Background: an optimization exercise with open tools, aiming at a short achievable clock period and few clock cycles. Do not read the settings as production practice.
In this exercise RTL edits were held to simulation tests only and were not proved equivalent to the original.
No activity file was given, so power comes from the tool's default toggle rates.

==> design.v <==
package cpu_pkg;
  localparam int xlen = 32;
  localparam int reg_idx_w = 5;
  localparam int imem_addr_w = 6;
endpackage
`timescale 1ns/1ns
module fdec (
  input  logic [31:0] pc,
  input  logic [31:0] inst,
  input  logic [31:0] rs1v,   
  input  logic [31:0] rs2v,
  input  logic [4:0]  x_rd,   
  input  logic        x_we,
  output logic [4:0]  rs1,
  output logic [4:0]  rs2,
  output logic [31:0] a,
  output logic [31:0] b,
  output logic [31:0] s,
  output logic        fa,
  output logic        fb,
  output logic        fs,
  output logic [31:0] tgt,
  output logic [31:0] npc,
  output logic        o_add,
  output logic        o_sub,
  output logic        o_and,
  output logic        o_or,
  output logic        o_xor,
  output logic        o_slt,
  output logic        o_ld,
  output logic        st,
  output logic        br,
  output logic        bne,
  output logic        ec,
  output logic        we,
  output logic [4:0]  rd
);
  logic is_op, is_opimm, is_load, is_store, is_br, is_jal, is_sys;
  logic [2:0] f3;
  logic [31:0] imm_i, imm_s, imm_b, imm_j;
  assign f3 = inst[14:12];
  assign is_op    = inst[6:0] == 7'b0110011;
  assign is_opimm = inst[6:0] == 7'b0010011;
  assign is_load  = inst[6:0] == 7'b0000011;
  assign is_store = inst[6:0] == 7'b0100011;
  assign is_br    = inst[6:0] == 7'b1100011;
  assign is_jal   = inst[6:0] == 7'b1101111;
  assign is_sys   = inst[6:0] == 7'b1110011;
  assign imm_i = {{20{inst[31]}}, inst[31:20]};
  assign imm_s = {{20{inst[31]}}, inst[31:25], inst[11:7]};
  assign imm_b = {{19{inst[31]}}, inst[31], inst[7], inst[30:25], inst[11:8], 1'b0};
  assign imm_j = {{11{inst[31]}}, inst[31], inst[19:12], inst[20], inst[30:21], 1'b0};
  assign rs1 = is_sys ? 5'd17 : inst[19:15];   
  assign rs2 = inst[24:20];
  assign rd = inst[11:7];
  logic op_add, op_sub, op_and, op_or, op_xor, op_slt;
  assign op_add = is_op && f3 == 3'b000 && !inst[30];
  assign op_sub = is_op && f3 == 3'b000 && inst[30];
  assign op_and = is_op && f3 == 3'b111;
  assign op_or  = is_op && f3 == 3'b110;
  assign op_xor = is_op && f3 == 3'b100;
  assign op_slt = is_op && f3 == 3'b010;
  assign o_add = op_add || op_sub || is_opimm || is_jal;
  assign o_sub = op_sub || op_slt;
  assign o_and = op_and;
  assign o_or  = op_or;
  assign o_xor = op_xor;
  assign o_slt = op_slt;
  assign o_ld  = is_load;
  assign st    = is_store;
  assign br    = is_br;
  assign bne   = f3[0];
  assign ec    = is_sys;
  assign we    = (op_add || op_sub || op_and || op_or || op_xor || op_slt || is_opimm || is_load
                  || is_jal) && rd != 5'd0;
  assign a = is_jal ? pc + 32'd4 : rs1v;
  assign b = (is_opimm || is_load) ? imm_i : is_store ? imm_s : is_jal ? 32'd0 : rs2v;
  assign s = rs2v;
  assign fa = !is_jal && x_we && x_rd == rs1;
  assign fb = !(is_opimm || is_load || is_store || is_jal) && x_we && x_rd == rs2;
  assign fs = x_we && x_rd == rs2;
  assign tgt = pc + (is_jal ? imm_j : imm_b);
  assign npc = is_jal ? tgt : pc + 32'd4;
endmodule
module cpu (
  input  logic                               clk,
  input  logic                               reset,
  input  logic                               prog_we,
  input  logic [cpu_pkg::imem_addr_w-1:0]    prog_addr,
  input  logic [cpu_pkg::xlen-1:0]           prog_data,
  input  logic [cpu_pkg::reg_idx_w-1:0]      dbg_idx,
  output logic                               is_halted,
  output logic [cpu_pkg::xlen-1:0]           dbg_data
);
  logic [31:0] imem [64];
  logic [31:0] rf [32];     
  logic [31:0] dmem [64];
  logic [31:0] fpc;   
  logic [31:0] x_a, x_b, x_s, x_tgt;
  logic        x_fa, x_fb, x_fs;
  logic        x_add, x_sub, x_and, x_or, x_xor, x_slt, x_ld, x_st, x_br, x_bne, x_ec, x_we;
  logic [4:0]  x_rd;
  logic [31:0] w_res;   
  always_ff @(posedge clk) begin
    if (prog_we) imem[prog_addr] <= prog_data;
  end
  function automatic logic [31:0] rf_rd(input logic [4:0] i);
    rf_rd = (i == 5'd0) ? 32'd0 : rf[i];
  endfunction
  logic [31:0] av, bv, sv, bx, sum, res, ldata;
  logic [7:0]  addr8;
  logic [5:0]  daddr;
  logic        lt, taken, halt_now;
  assign av = x_fa ? w_res : x_a;
  assign bv = x_fb ? w_res : x_b;
  assign sv = x_fs ? w_res : x_s;
  assign bx = bv ^ {32{x_sub}};
  assign sum = av + bx + {31'd0, x_sub};
  assign lt = (av[31] != bv[31]) ? av[31] : sum[31];
  assign addr8 = av[7:0] + bv[7:0];
  assign daddr = addr8[7:2];
  assign ldata = dmem[daddr];
  assign res = ({32{x_add}} & sum) | ({32{x_and}} & (av & bv)) | ({32{x_or}} & (av | bv))
             | ({32{x_xor}} & (av ^ bv)) | {31'd0, x_slt & lt} | ({32{x_ld}} & ldata);
  assign taken = x_br && ((av == sv) ^ x_bne) && !reset;
  assign halt_now = x_ec && av == 32'd10 && !is_halted;
  always_ff @(posedge clk) begin
    if (reset) begin
      for (int i = 0; i < 32; i++) rf[i] <= 32'd0;
    end else if (x_we && !is_halted) begin
      rf[x_rd] <= res;
    end
  end
  always_ff @(posedge clk) begin
    if (reset) begin
      for (int i = 0; i < 64; i++) dmem[i] <= 32'd0;
    end else if (x_st && !is_halted) begin
      dmem[daddr] <= sv;
    end
  end
  always_ff @(posedge clk) begin
    w_res <= res;
  end
  always_ff @(posedge clk) begin
    if (reset) is_halted <= 1'b0;
    else if (halt_now) is_halted <= 1'b1;
  end
  assign dbg_data = rf_rd(dbg_idx);
  logic [31:0] m_inst, t_inst, z_inst;
  logic [4:0]  m_rs1, m_rs2, t_rs1, t_rs2, z_rs1, z_rs2;
  logic [31:0] m_a, m_b, m_s, m_tgt, m_npc, t_a, t_b, t_s, t_tgt, t_npc, z_a, z_b, z_s, z_tgt, z_npc;
  logic        m_fa, m_fb, m_fs, t_fa, t_fb, t_fs, z_fa, z_fb, z_fs;
  logic        m_add, m_sub, m_and, m_or, m_xor, m_slt, m_ld, m_st, m_br, m_bne, m_ec, m_we;
  logic        t_add, t_sub, t_and, t_or, t_xor, t_slt, t_ld, t_st, t_br, t_bne, t_ec, t_we;
  logic        z_add, z_sub, z_and, z_or, z_xor, z_slt, z_ld, z_st, z_br, z_bne, z_ec, z_we;
  logic [4:0]  m_rd, t_rd, z_rd;
  assign m_inst = imem[fpc[7:2]];
  assign t_inst = imem[x_tgt[7:2]];
  assign z_inst = (prog_we && prog_addr == 6'd0) ? prog_data : imem[0];
  fdec u_m (
    .pc(fpc), .inst(m_inst), .rs1v(rf_rd(m_rs1)), .rs2v(rf_rd(m_rs2)), .x_rd(x_rd), .x_we(x_we),
    .rs1(m_rs1), .rs2(m_rs2), .a(m_a), .b(m_b), .s(m_s), .fa(m_fa), .fb(m_fb), .fs(m_fs),
    .tgt(m_tgt), .npc(m_npc), .o_add(m_add), .o_sub(m_sub), .o_and(m_and), .o_or(m_or),
    .o_xor(m_xor), .o_slt(m_slt), .o_ld(m_ld), .st(m_st), .br(m_br), .bne(m_bne), .ec(m_ec),
    .we(m_we), .rd(m_rd)
  );
  fdec u_t (
    .pc(x_tgt), .inst(t_inst), .rs1v(rf_rd(t_rs1)), .rs2v(rf_rd(t_rs2)), .x_rd(x_rd), .x_we(x_we),
    .rs1(t_rs1), .rs2(t_rs2), .a(t_a), .b(t_b), .s(t_s), .fa(t_fa), .fb(t_fb), .fs(t_fs),
    .tgt(t_tgt), .npc(t_npc), .o_add(t_add), .o_sub(t_sub), .o_and(t_and), .o_or(t_or),
    .o_xor(t_xor), .o_slt(t_slt), .o_ld(t_ld), .st(t_st), .br(t_br), .bne(t_bne), .ec(t_ec),
    .we(t_we), .rd(t_rd)
  );
  fdec u_z (
    .pc(32'd0), .inst(z_inst), .rs1v(32'd0), .rs2v(32'd0), .x_rd(5'd0), .x_we(1'b0),
    .rs1(z_rs1), .rs2(z_rs2), .a(z_a), .b(z_b), .s(z_s), .fa(z_fa), .fb(z_fb), .fs(z_fs),
    .tgt(z_tgt), .npc(z_npc), .o_add(z_add), .o_sub(z_sub), .o_and(z_and), .o_or(z_or),
    .o_xor(z_xor), .o_slt(z_slt), .o_ld(z_ld), .st(z_st), .br(z_br), .bne(z_bne), .ec(z_ec),
    .we(z_we), .rd(z_rd)
  );
  always_ff @(posedge clk) begin
    if (reset) begin
      fpc <= z_npc;
      x_a <= z_a; x_b <= z_b; x_s <= z_s; x_tgt <= z_tgt;
      x_fa <= z_fa; x_fb <= z_fb; x_fs <= z_fs;
      x_add <= z_add; x_sub <= z_sub; x_and <= z_and; x_or <= z_or; x_xor <= z_xor;
      x_slt <= z_slt; x_ld <= z_ld; x_st <= z_st; x_br <= z_br; x_bne <= z_bne; x_ec <= z_ec;
      x_we <= z_we; x_rd <= z_rd;
    end else if (taken) begin
      fpc <= t_npc;
      x_a <= t_a; x_b <= t_b; x_s <= t_s; x_tgt <= t_tgt;
      x_fa <= t_fa; x_fb <= t_fb; x_fs <= t_fs;
      x_add <= t_add; x_sub <= t_sub; x_and <= t_and; x_or <= t_or; x_xor <= t_xor;
      x_slt <= t_slt; x_ld <= t_ld; x_st <= t_st; x_br <= t_br; x_bne <= t_bne; x_ec <= t_ec;
      x_we <= t_we; x_rd <= t_rd;
    end else begin
      fpc <= m_npc;
      x_a <= m_a; x_b <= m_b; x_s <= m_s; x_tgt <= m_tgt;
      x_fa <= m_fa; x_fb <= m_fb; x_fs <= m_fs;
      x_add <= m_add; x_sub <= m_sub; x_and <= m_and; x_or <= m_or; x_xor <= m_xor;
      x_slt <= m_slt; x_ld <= m_ld; x_st <= m_st; x_br <= m_br; x_bne <= m_bne; x_ec <= m_ec;
      x_we <= m_we; x_rd <= m_rd;
    end
  end
endmodule
==> run.sh <==
#!/bin/bash
# synth_recipe.tcl (not shown) runs the flow's synth.tcl, then flattens the netlist and writes it again
# the make line also repeats each setting of config.mk as NAME=value (left out here)
make -C /OpenROAD-flow-scripts/flow DESIGN_CONFIG=/design/flow/config.mk WORK_HOME=/design/flow/orfs CLKGATE_MAP_FILE= SYNTH_SCRIPT=/design/flow/synth_recipe.tcl finish
==> config.mk <==
export PLATFORM = sky130hd
export DESIGN_NAME = cpu
export DESIGN_NICKNAME = cpu
export VERILOG_FILES = /design/flow/design.v
export SDC_FILE = /design/flow/constraint.sdc
export NUM_CORES = 4
export LEC_CHECK = 0
export CAP_MARGIN = 20
export CORE_MARGIN = 2
export CORE_UTILIZATION = 22
export PLACE_DENSITY = 0.35
export SLEW_MARGIN = 20
==> constraint.sdc <==
create_clock -name core_clock -period 9.0 [get_ports {clk}]
set_input_delay 1.8000 -clock core_clock [delete_from_list [all_inputs] [get_ports {clk}]]
set_output_delay 1.8000 -clock core_clock [all_outputs]
set_load 0.01 [all_outputs]
==> results.txt <==
registers in the layout (all words and copies together), names as in the netlist, 4 cells and up:
signal / count
fpc: 32
x_s: 32
dmem: 2048
u_t.pc: 4
imem: 2048
x_rd: 5
x_a: 32
w_res: 32
rf: 1024
x_tgt: 28
x_b: 32
synthesized netlist by cell type, types with 24 or more instances:
library cell     n
nor2_1        3728
a211o_1         32
inv_1          147
edfxtp_1      5122
o21ai_0        537
o221ai_1       398
nor4_1          30
a31oi_1        495
a22o_1          27
nand4_1        115
o22a_1          50
nor3_1         133
a211oi_1        75
a221oi_1        75
o21a_1          50
nand2b_1        38
or4_1           27
xor2_1          77
nor2b_1        118
buf_2          436
ha_1           160
and4_1          24
o211ai_1        87
mux2_2          95
a22oi_1        147
buf_4           87
nand3_1        578
buf_1          235
clkbuf_1      1341
mux2i_1        925
nand2_1       3555
xnor2_1        165
and2_1          48
mux4_2        1430
dfxtp_1        211
or3_1           34
and3_1         364
o31ai_1         77
a21oi_1        541
a32o_1          77
o22ai_1        741
a32oi_1        219
o21ai_1         26
buf_6           43
a21o_1          51
worst max path at each step:
stage                     end  slack, ns
floorplan           x_tgt[31]       1.75
global placement      fpc[31]       0.74
detailed placement  x_tgt[31]       0.87
CTS                 x_tgt[31]       0.85
global route        x_tgt[31]       0.55
finish              x_tgt[31]       0.68
final cells by class:
type	count	area (um^2)
Antenna cell	91	227.7
Tap cell	16810	21030
Fill cell	131400	938400
Clock buffer	877	18110
Timing Repair Buffer	1209	10900
Inverter	156	611.8
Sequential cell	5333	158100
Clock inverter	345	3263
Multi-Input combinational cell	15720	113400
tightest hold or removal path, cell delays in order (launching register included):
cell and delay, ns:
dfxtp_1 0.33, nand2_1 0.06, a21oi_1 0.05
where the power goes:
group / total, mW / internal, mW / switching (mW)
combinational: 93.2 / 25.4 / 67.8
clock: 27.2 / 15.4 / 11.8
sequential: 30.0 / 28.4 / 1.67
routing by layer:
metal	vias to the layer above	global-route usage [%]
li1	88440	-
met1	117900	32.04
met2	14150	35.80
met3	3258	5.890
met4	86	11.79
met5	-	0
kinds of logic (layout without fill, tap and decap cells):
kind of cell | Yosys count | in the layout
buffers and inverters | 2306 | 2587
AOI/OAI and AO/OA | 3984 | 3984
other | 0 | 91
DFF | 5333 | 5333
xor gates and xnor gates | 242 | 242
adders and majority gates | 163 | 163
muxes | 2451 | 2451
and+or+nand+nor | 8881 | 8881
==> results.txt <==
largest family of logic cells by synthesized area multiplexers; commonest non-fill, non-tap cells in the layout edfxtp_1, nor2_1, nand2_1; first-pass GRT wire length 2075 mm; Hold Crit Start x_tgt[0]; stages on the worst setup path 21; metal2 WL 684.5 mm; Post-synth EDFFs 5122; row count 413; LEAKAGE 108.2 nW; fmax 0.1202 GHz; post-synthesis adder-cell area fraction 0.7398%; Power Density 462.1 nW/um^2; sequential element share of the synthesized area 56.70%; pre-CTS WS 0.8662 ns; post-route ant nets 0; slowest cell delay on critical path 0.90 ns; RSZ-0062 raised after global routing false; final setup violating endpoints 0; total power 150.4 mW; Tmin final 8.321 ns; Initial Util 22.05%; CTS root buf clkbuf_16; CTS buffer count 675; TNS Setup 0 ns; Synth Area in Compound Gates 9.811%; hold path cells 2; async set-or-reset flop fraction in the synthesized netlist 0%; Total Routing Usage GR 23.85%; # port buffers 78; Hold WC Path Type reg2reg; metal3 WL 148.3 mm; Post-DP Area 303800 um^2; crit path from fpc[2]; Area growth syn-to-layout 16.82%; slowest CP cell dfxtp_4; largest net degree at the start of global routing 144; synth top area cells edfxtp_1, mux4_2, nor2_1; share of post-route cells with drive strength above 1 17.21%; Netlist cell types 103; Worst Reg-to-Reg Cells 21; top cell type by total area after synthesis edfxtp_1; Post-Syn Area 278700 um^2; number of top-level pins 79; Worst Hold Path EP x_tgt[0]; most common cell after layout, fill and taps aside edfxtp_1; XOR/XNOR Fraction of Synth Area 0.7604%; Worst-path clk slew 0.06 ns; worst-skew pair later-pin latency 1.20 ns; Startpoint Class flip-flop; r2r setup slk 0.68 ns; DR vias 223800; outcome timing/DRC/antenna clean; DPL Wire Length 1007 mm; Hold Slack 0.4855 ns; Post-Synthesis Cells 23360; fin cells 40540; Max-slew headroom 10.74%; nets 23310; Cell Chain, Critical Path buf_4 -> buf_4 -> mux4_2 -> mux4_2 -> a22oi_1 -> buf_4 -> nand2_1 -> mux2_2 -> ha_1 -> a21oi_1 -> o21ai_0 -> a2111oi_0 -> buf_4 -> nor3_1 -> o31a_1 -> a21oi_1 -> o21bai_1 -> a221o_1 -> a21oi_1 -> xnor2_1 -> o21ai_0; post-route cell area 325600 um^2; worst r2r dst x_tgt[31]; Critical Path RT 10.02 ns; fin worst setup slack 0.6786 ns; Routed WL 1581 mm; utilization after layout 25.76%; DIE HEIGHT 1.130 mm; initial antenna violation count 204; Slew Limit Fails 0; largest fanout on the critical path 39; Iter 0 DRT Violations 34590; DRC violations left 0; Crit path top cell by count buf_4; top_reg_cell synth edfxtp_1; H-Tree Depth 6; vias per inst 5.521; Peak VDD IR 695.6 uV; Die Span X 1.130 mm; core area 1264000 um^2; cts hold-fix bufs 0; CTS tree yes; r2r startpoint fpc[2]; drt pass-1 iters 9; Crit Path Class reg2reg; Top Layer Used met5; Post-Route M1 WL 655.7 mm; measured slew at the worst slew-check pin 1.325 ns; Mapped Avg Cell Area 11.93 um^2; post-synth top area share 55.18%; Setup crit end kind flip-flop; Crit path max-delay family compound AO/OA/AOI/OAI gates; placed cells 39220; Yosys reg bits 5333; Final Hold Viols 0; postcts setup bufs 0; Tcrit/Tclk final 92.46%; post-cts sizing count 0; crit path DAT 9.34 ns; clk sinks 5333; Post-Syn Nets 23570; Ys Warns 1; DR WL/cell 38.99 um; worst path bufs/invs 4; total congestion overflow 0; CTS max path bufs 5; post-synthesis mux area share 15.26%; die area 1276000 um^2; Synth Area in Simple Gates 13.16%; max-cap viol count 0; Clock Skew 0.1703 ns; vias in the first global route 211700; GP Congestion 0.9371
Testbench counts, summed over its fixed seeds: cycles 34,217.

port drivers added, routing unchanged:
How much do the figures lean on ideal ports? The routed layout below was timed once more, with nothing changed but the port constraints. Step 1 assumes that a clkbuf_16 drives the clock port and a buf_2 every other input. Step 2 adds t to the input delays and takes it off the output delays; t is the mean of the earliest and latest rising clock arrival at the registers after step 1. Input paths then give back, and output paths get back, about the clock's delay inside the block. a / b / c = no drivers / after step 1 / after step 2; a / b = the first two.
shift t [ns]: 1.270
slack for setup (ns): 0.679 / 0.679 / 0.679
hold slack, ns: 0.486 / 0.486 / 0.486
worst data-port slew with drivers (ns): 0.19
After both steps setup and hold are still met in this run. The setup slack of this run moves by 0.000 ns with the drivers and by 0.000 ns with both steps.
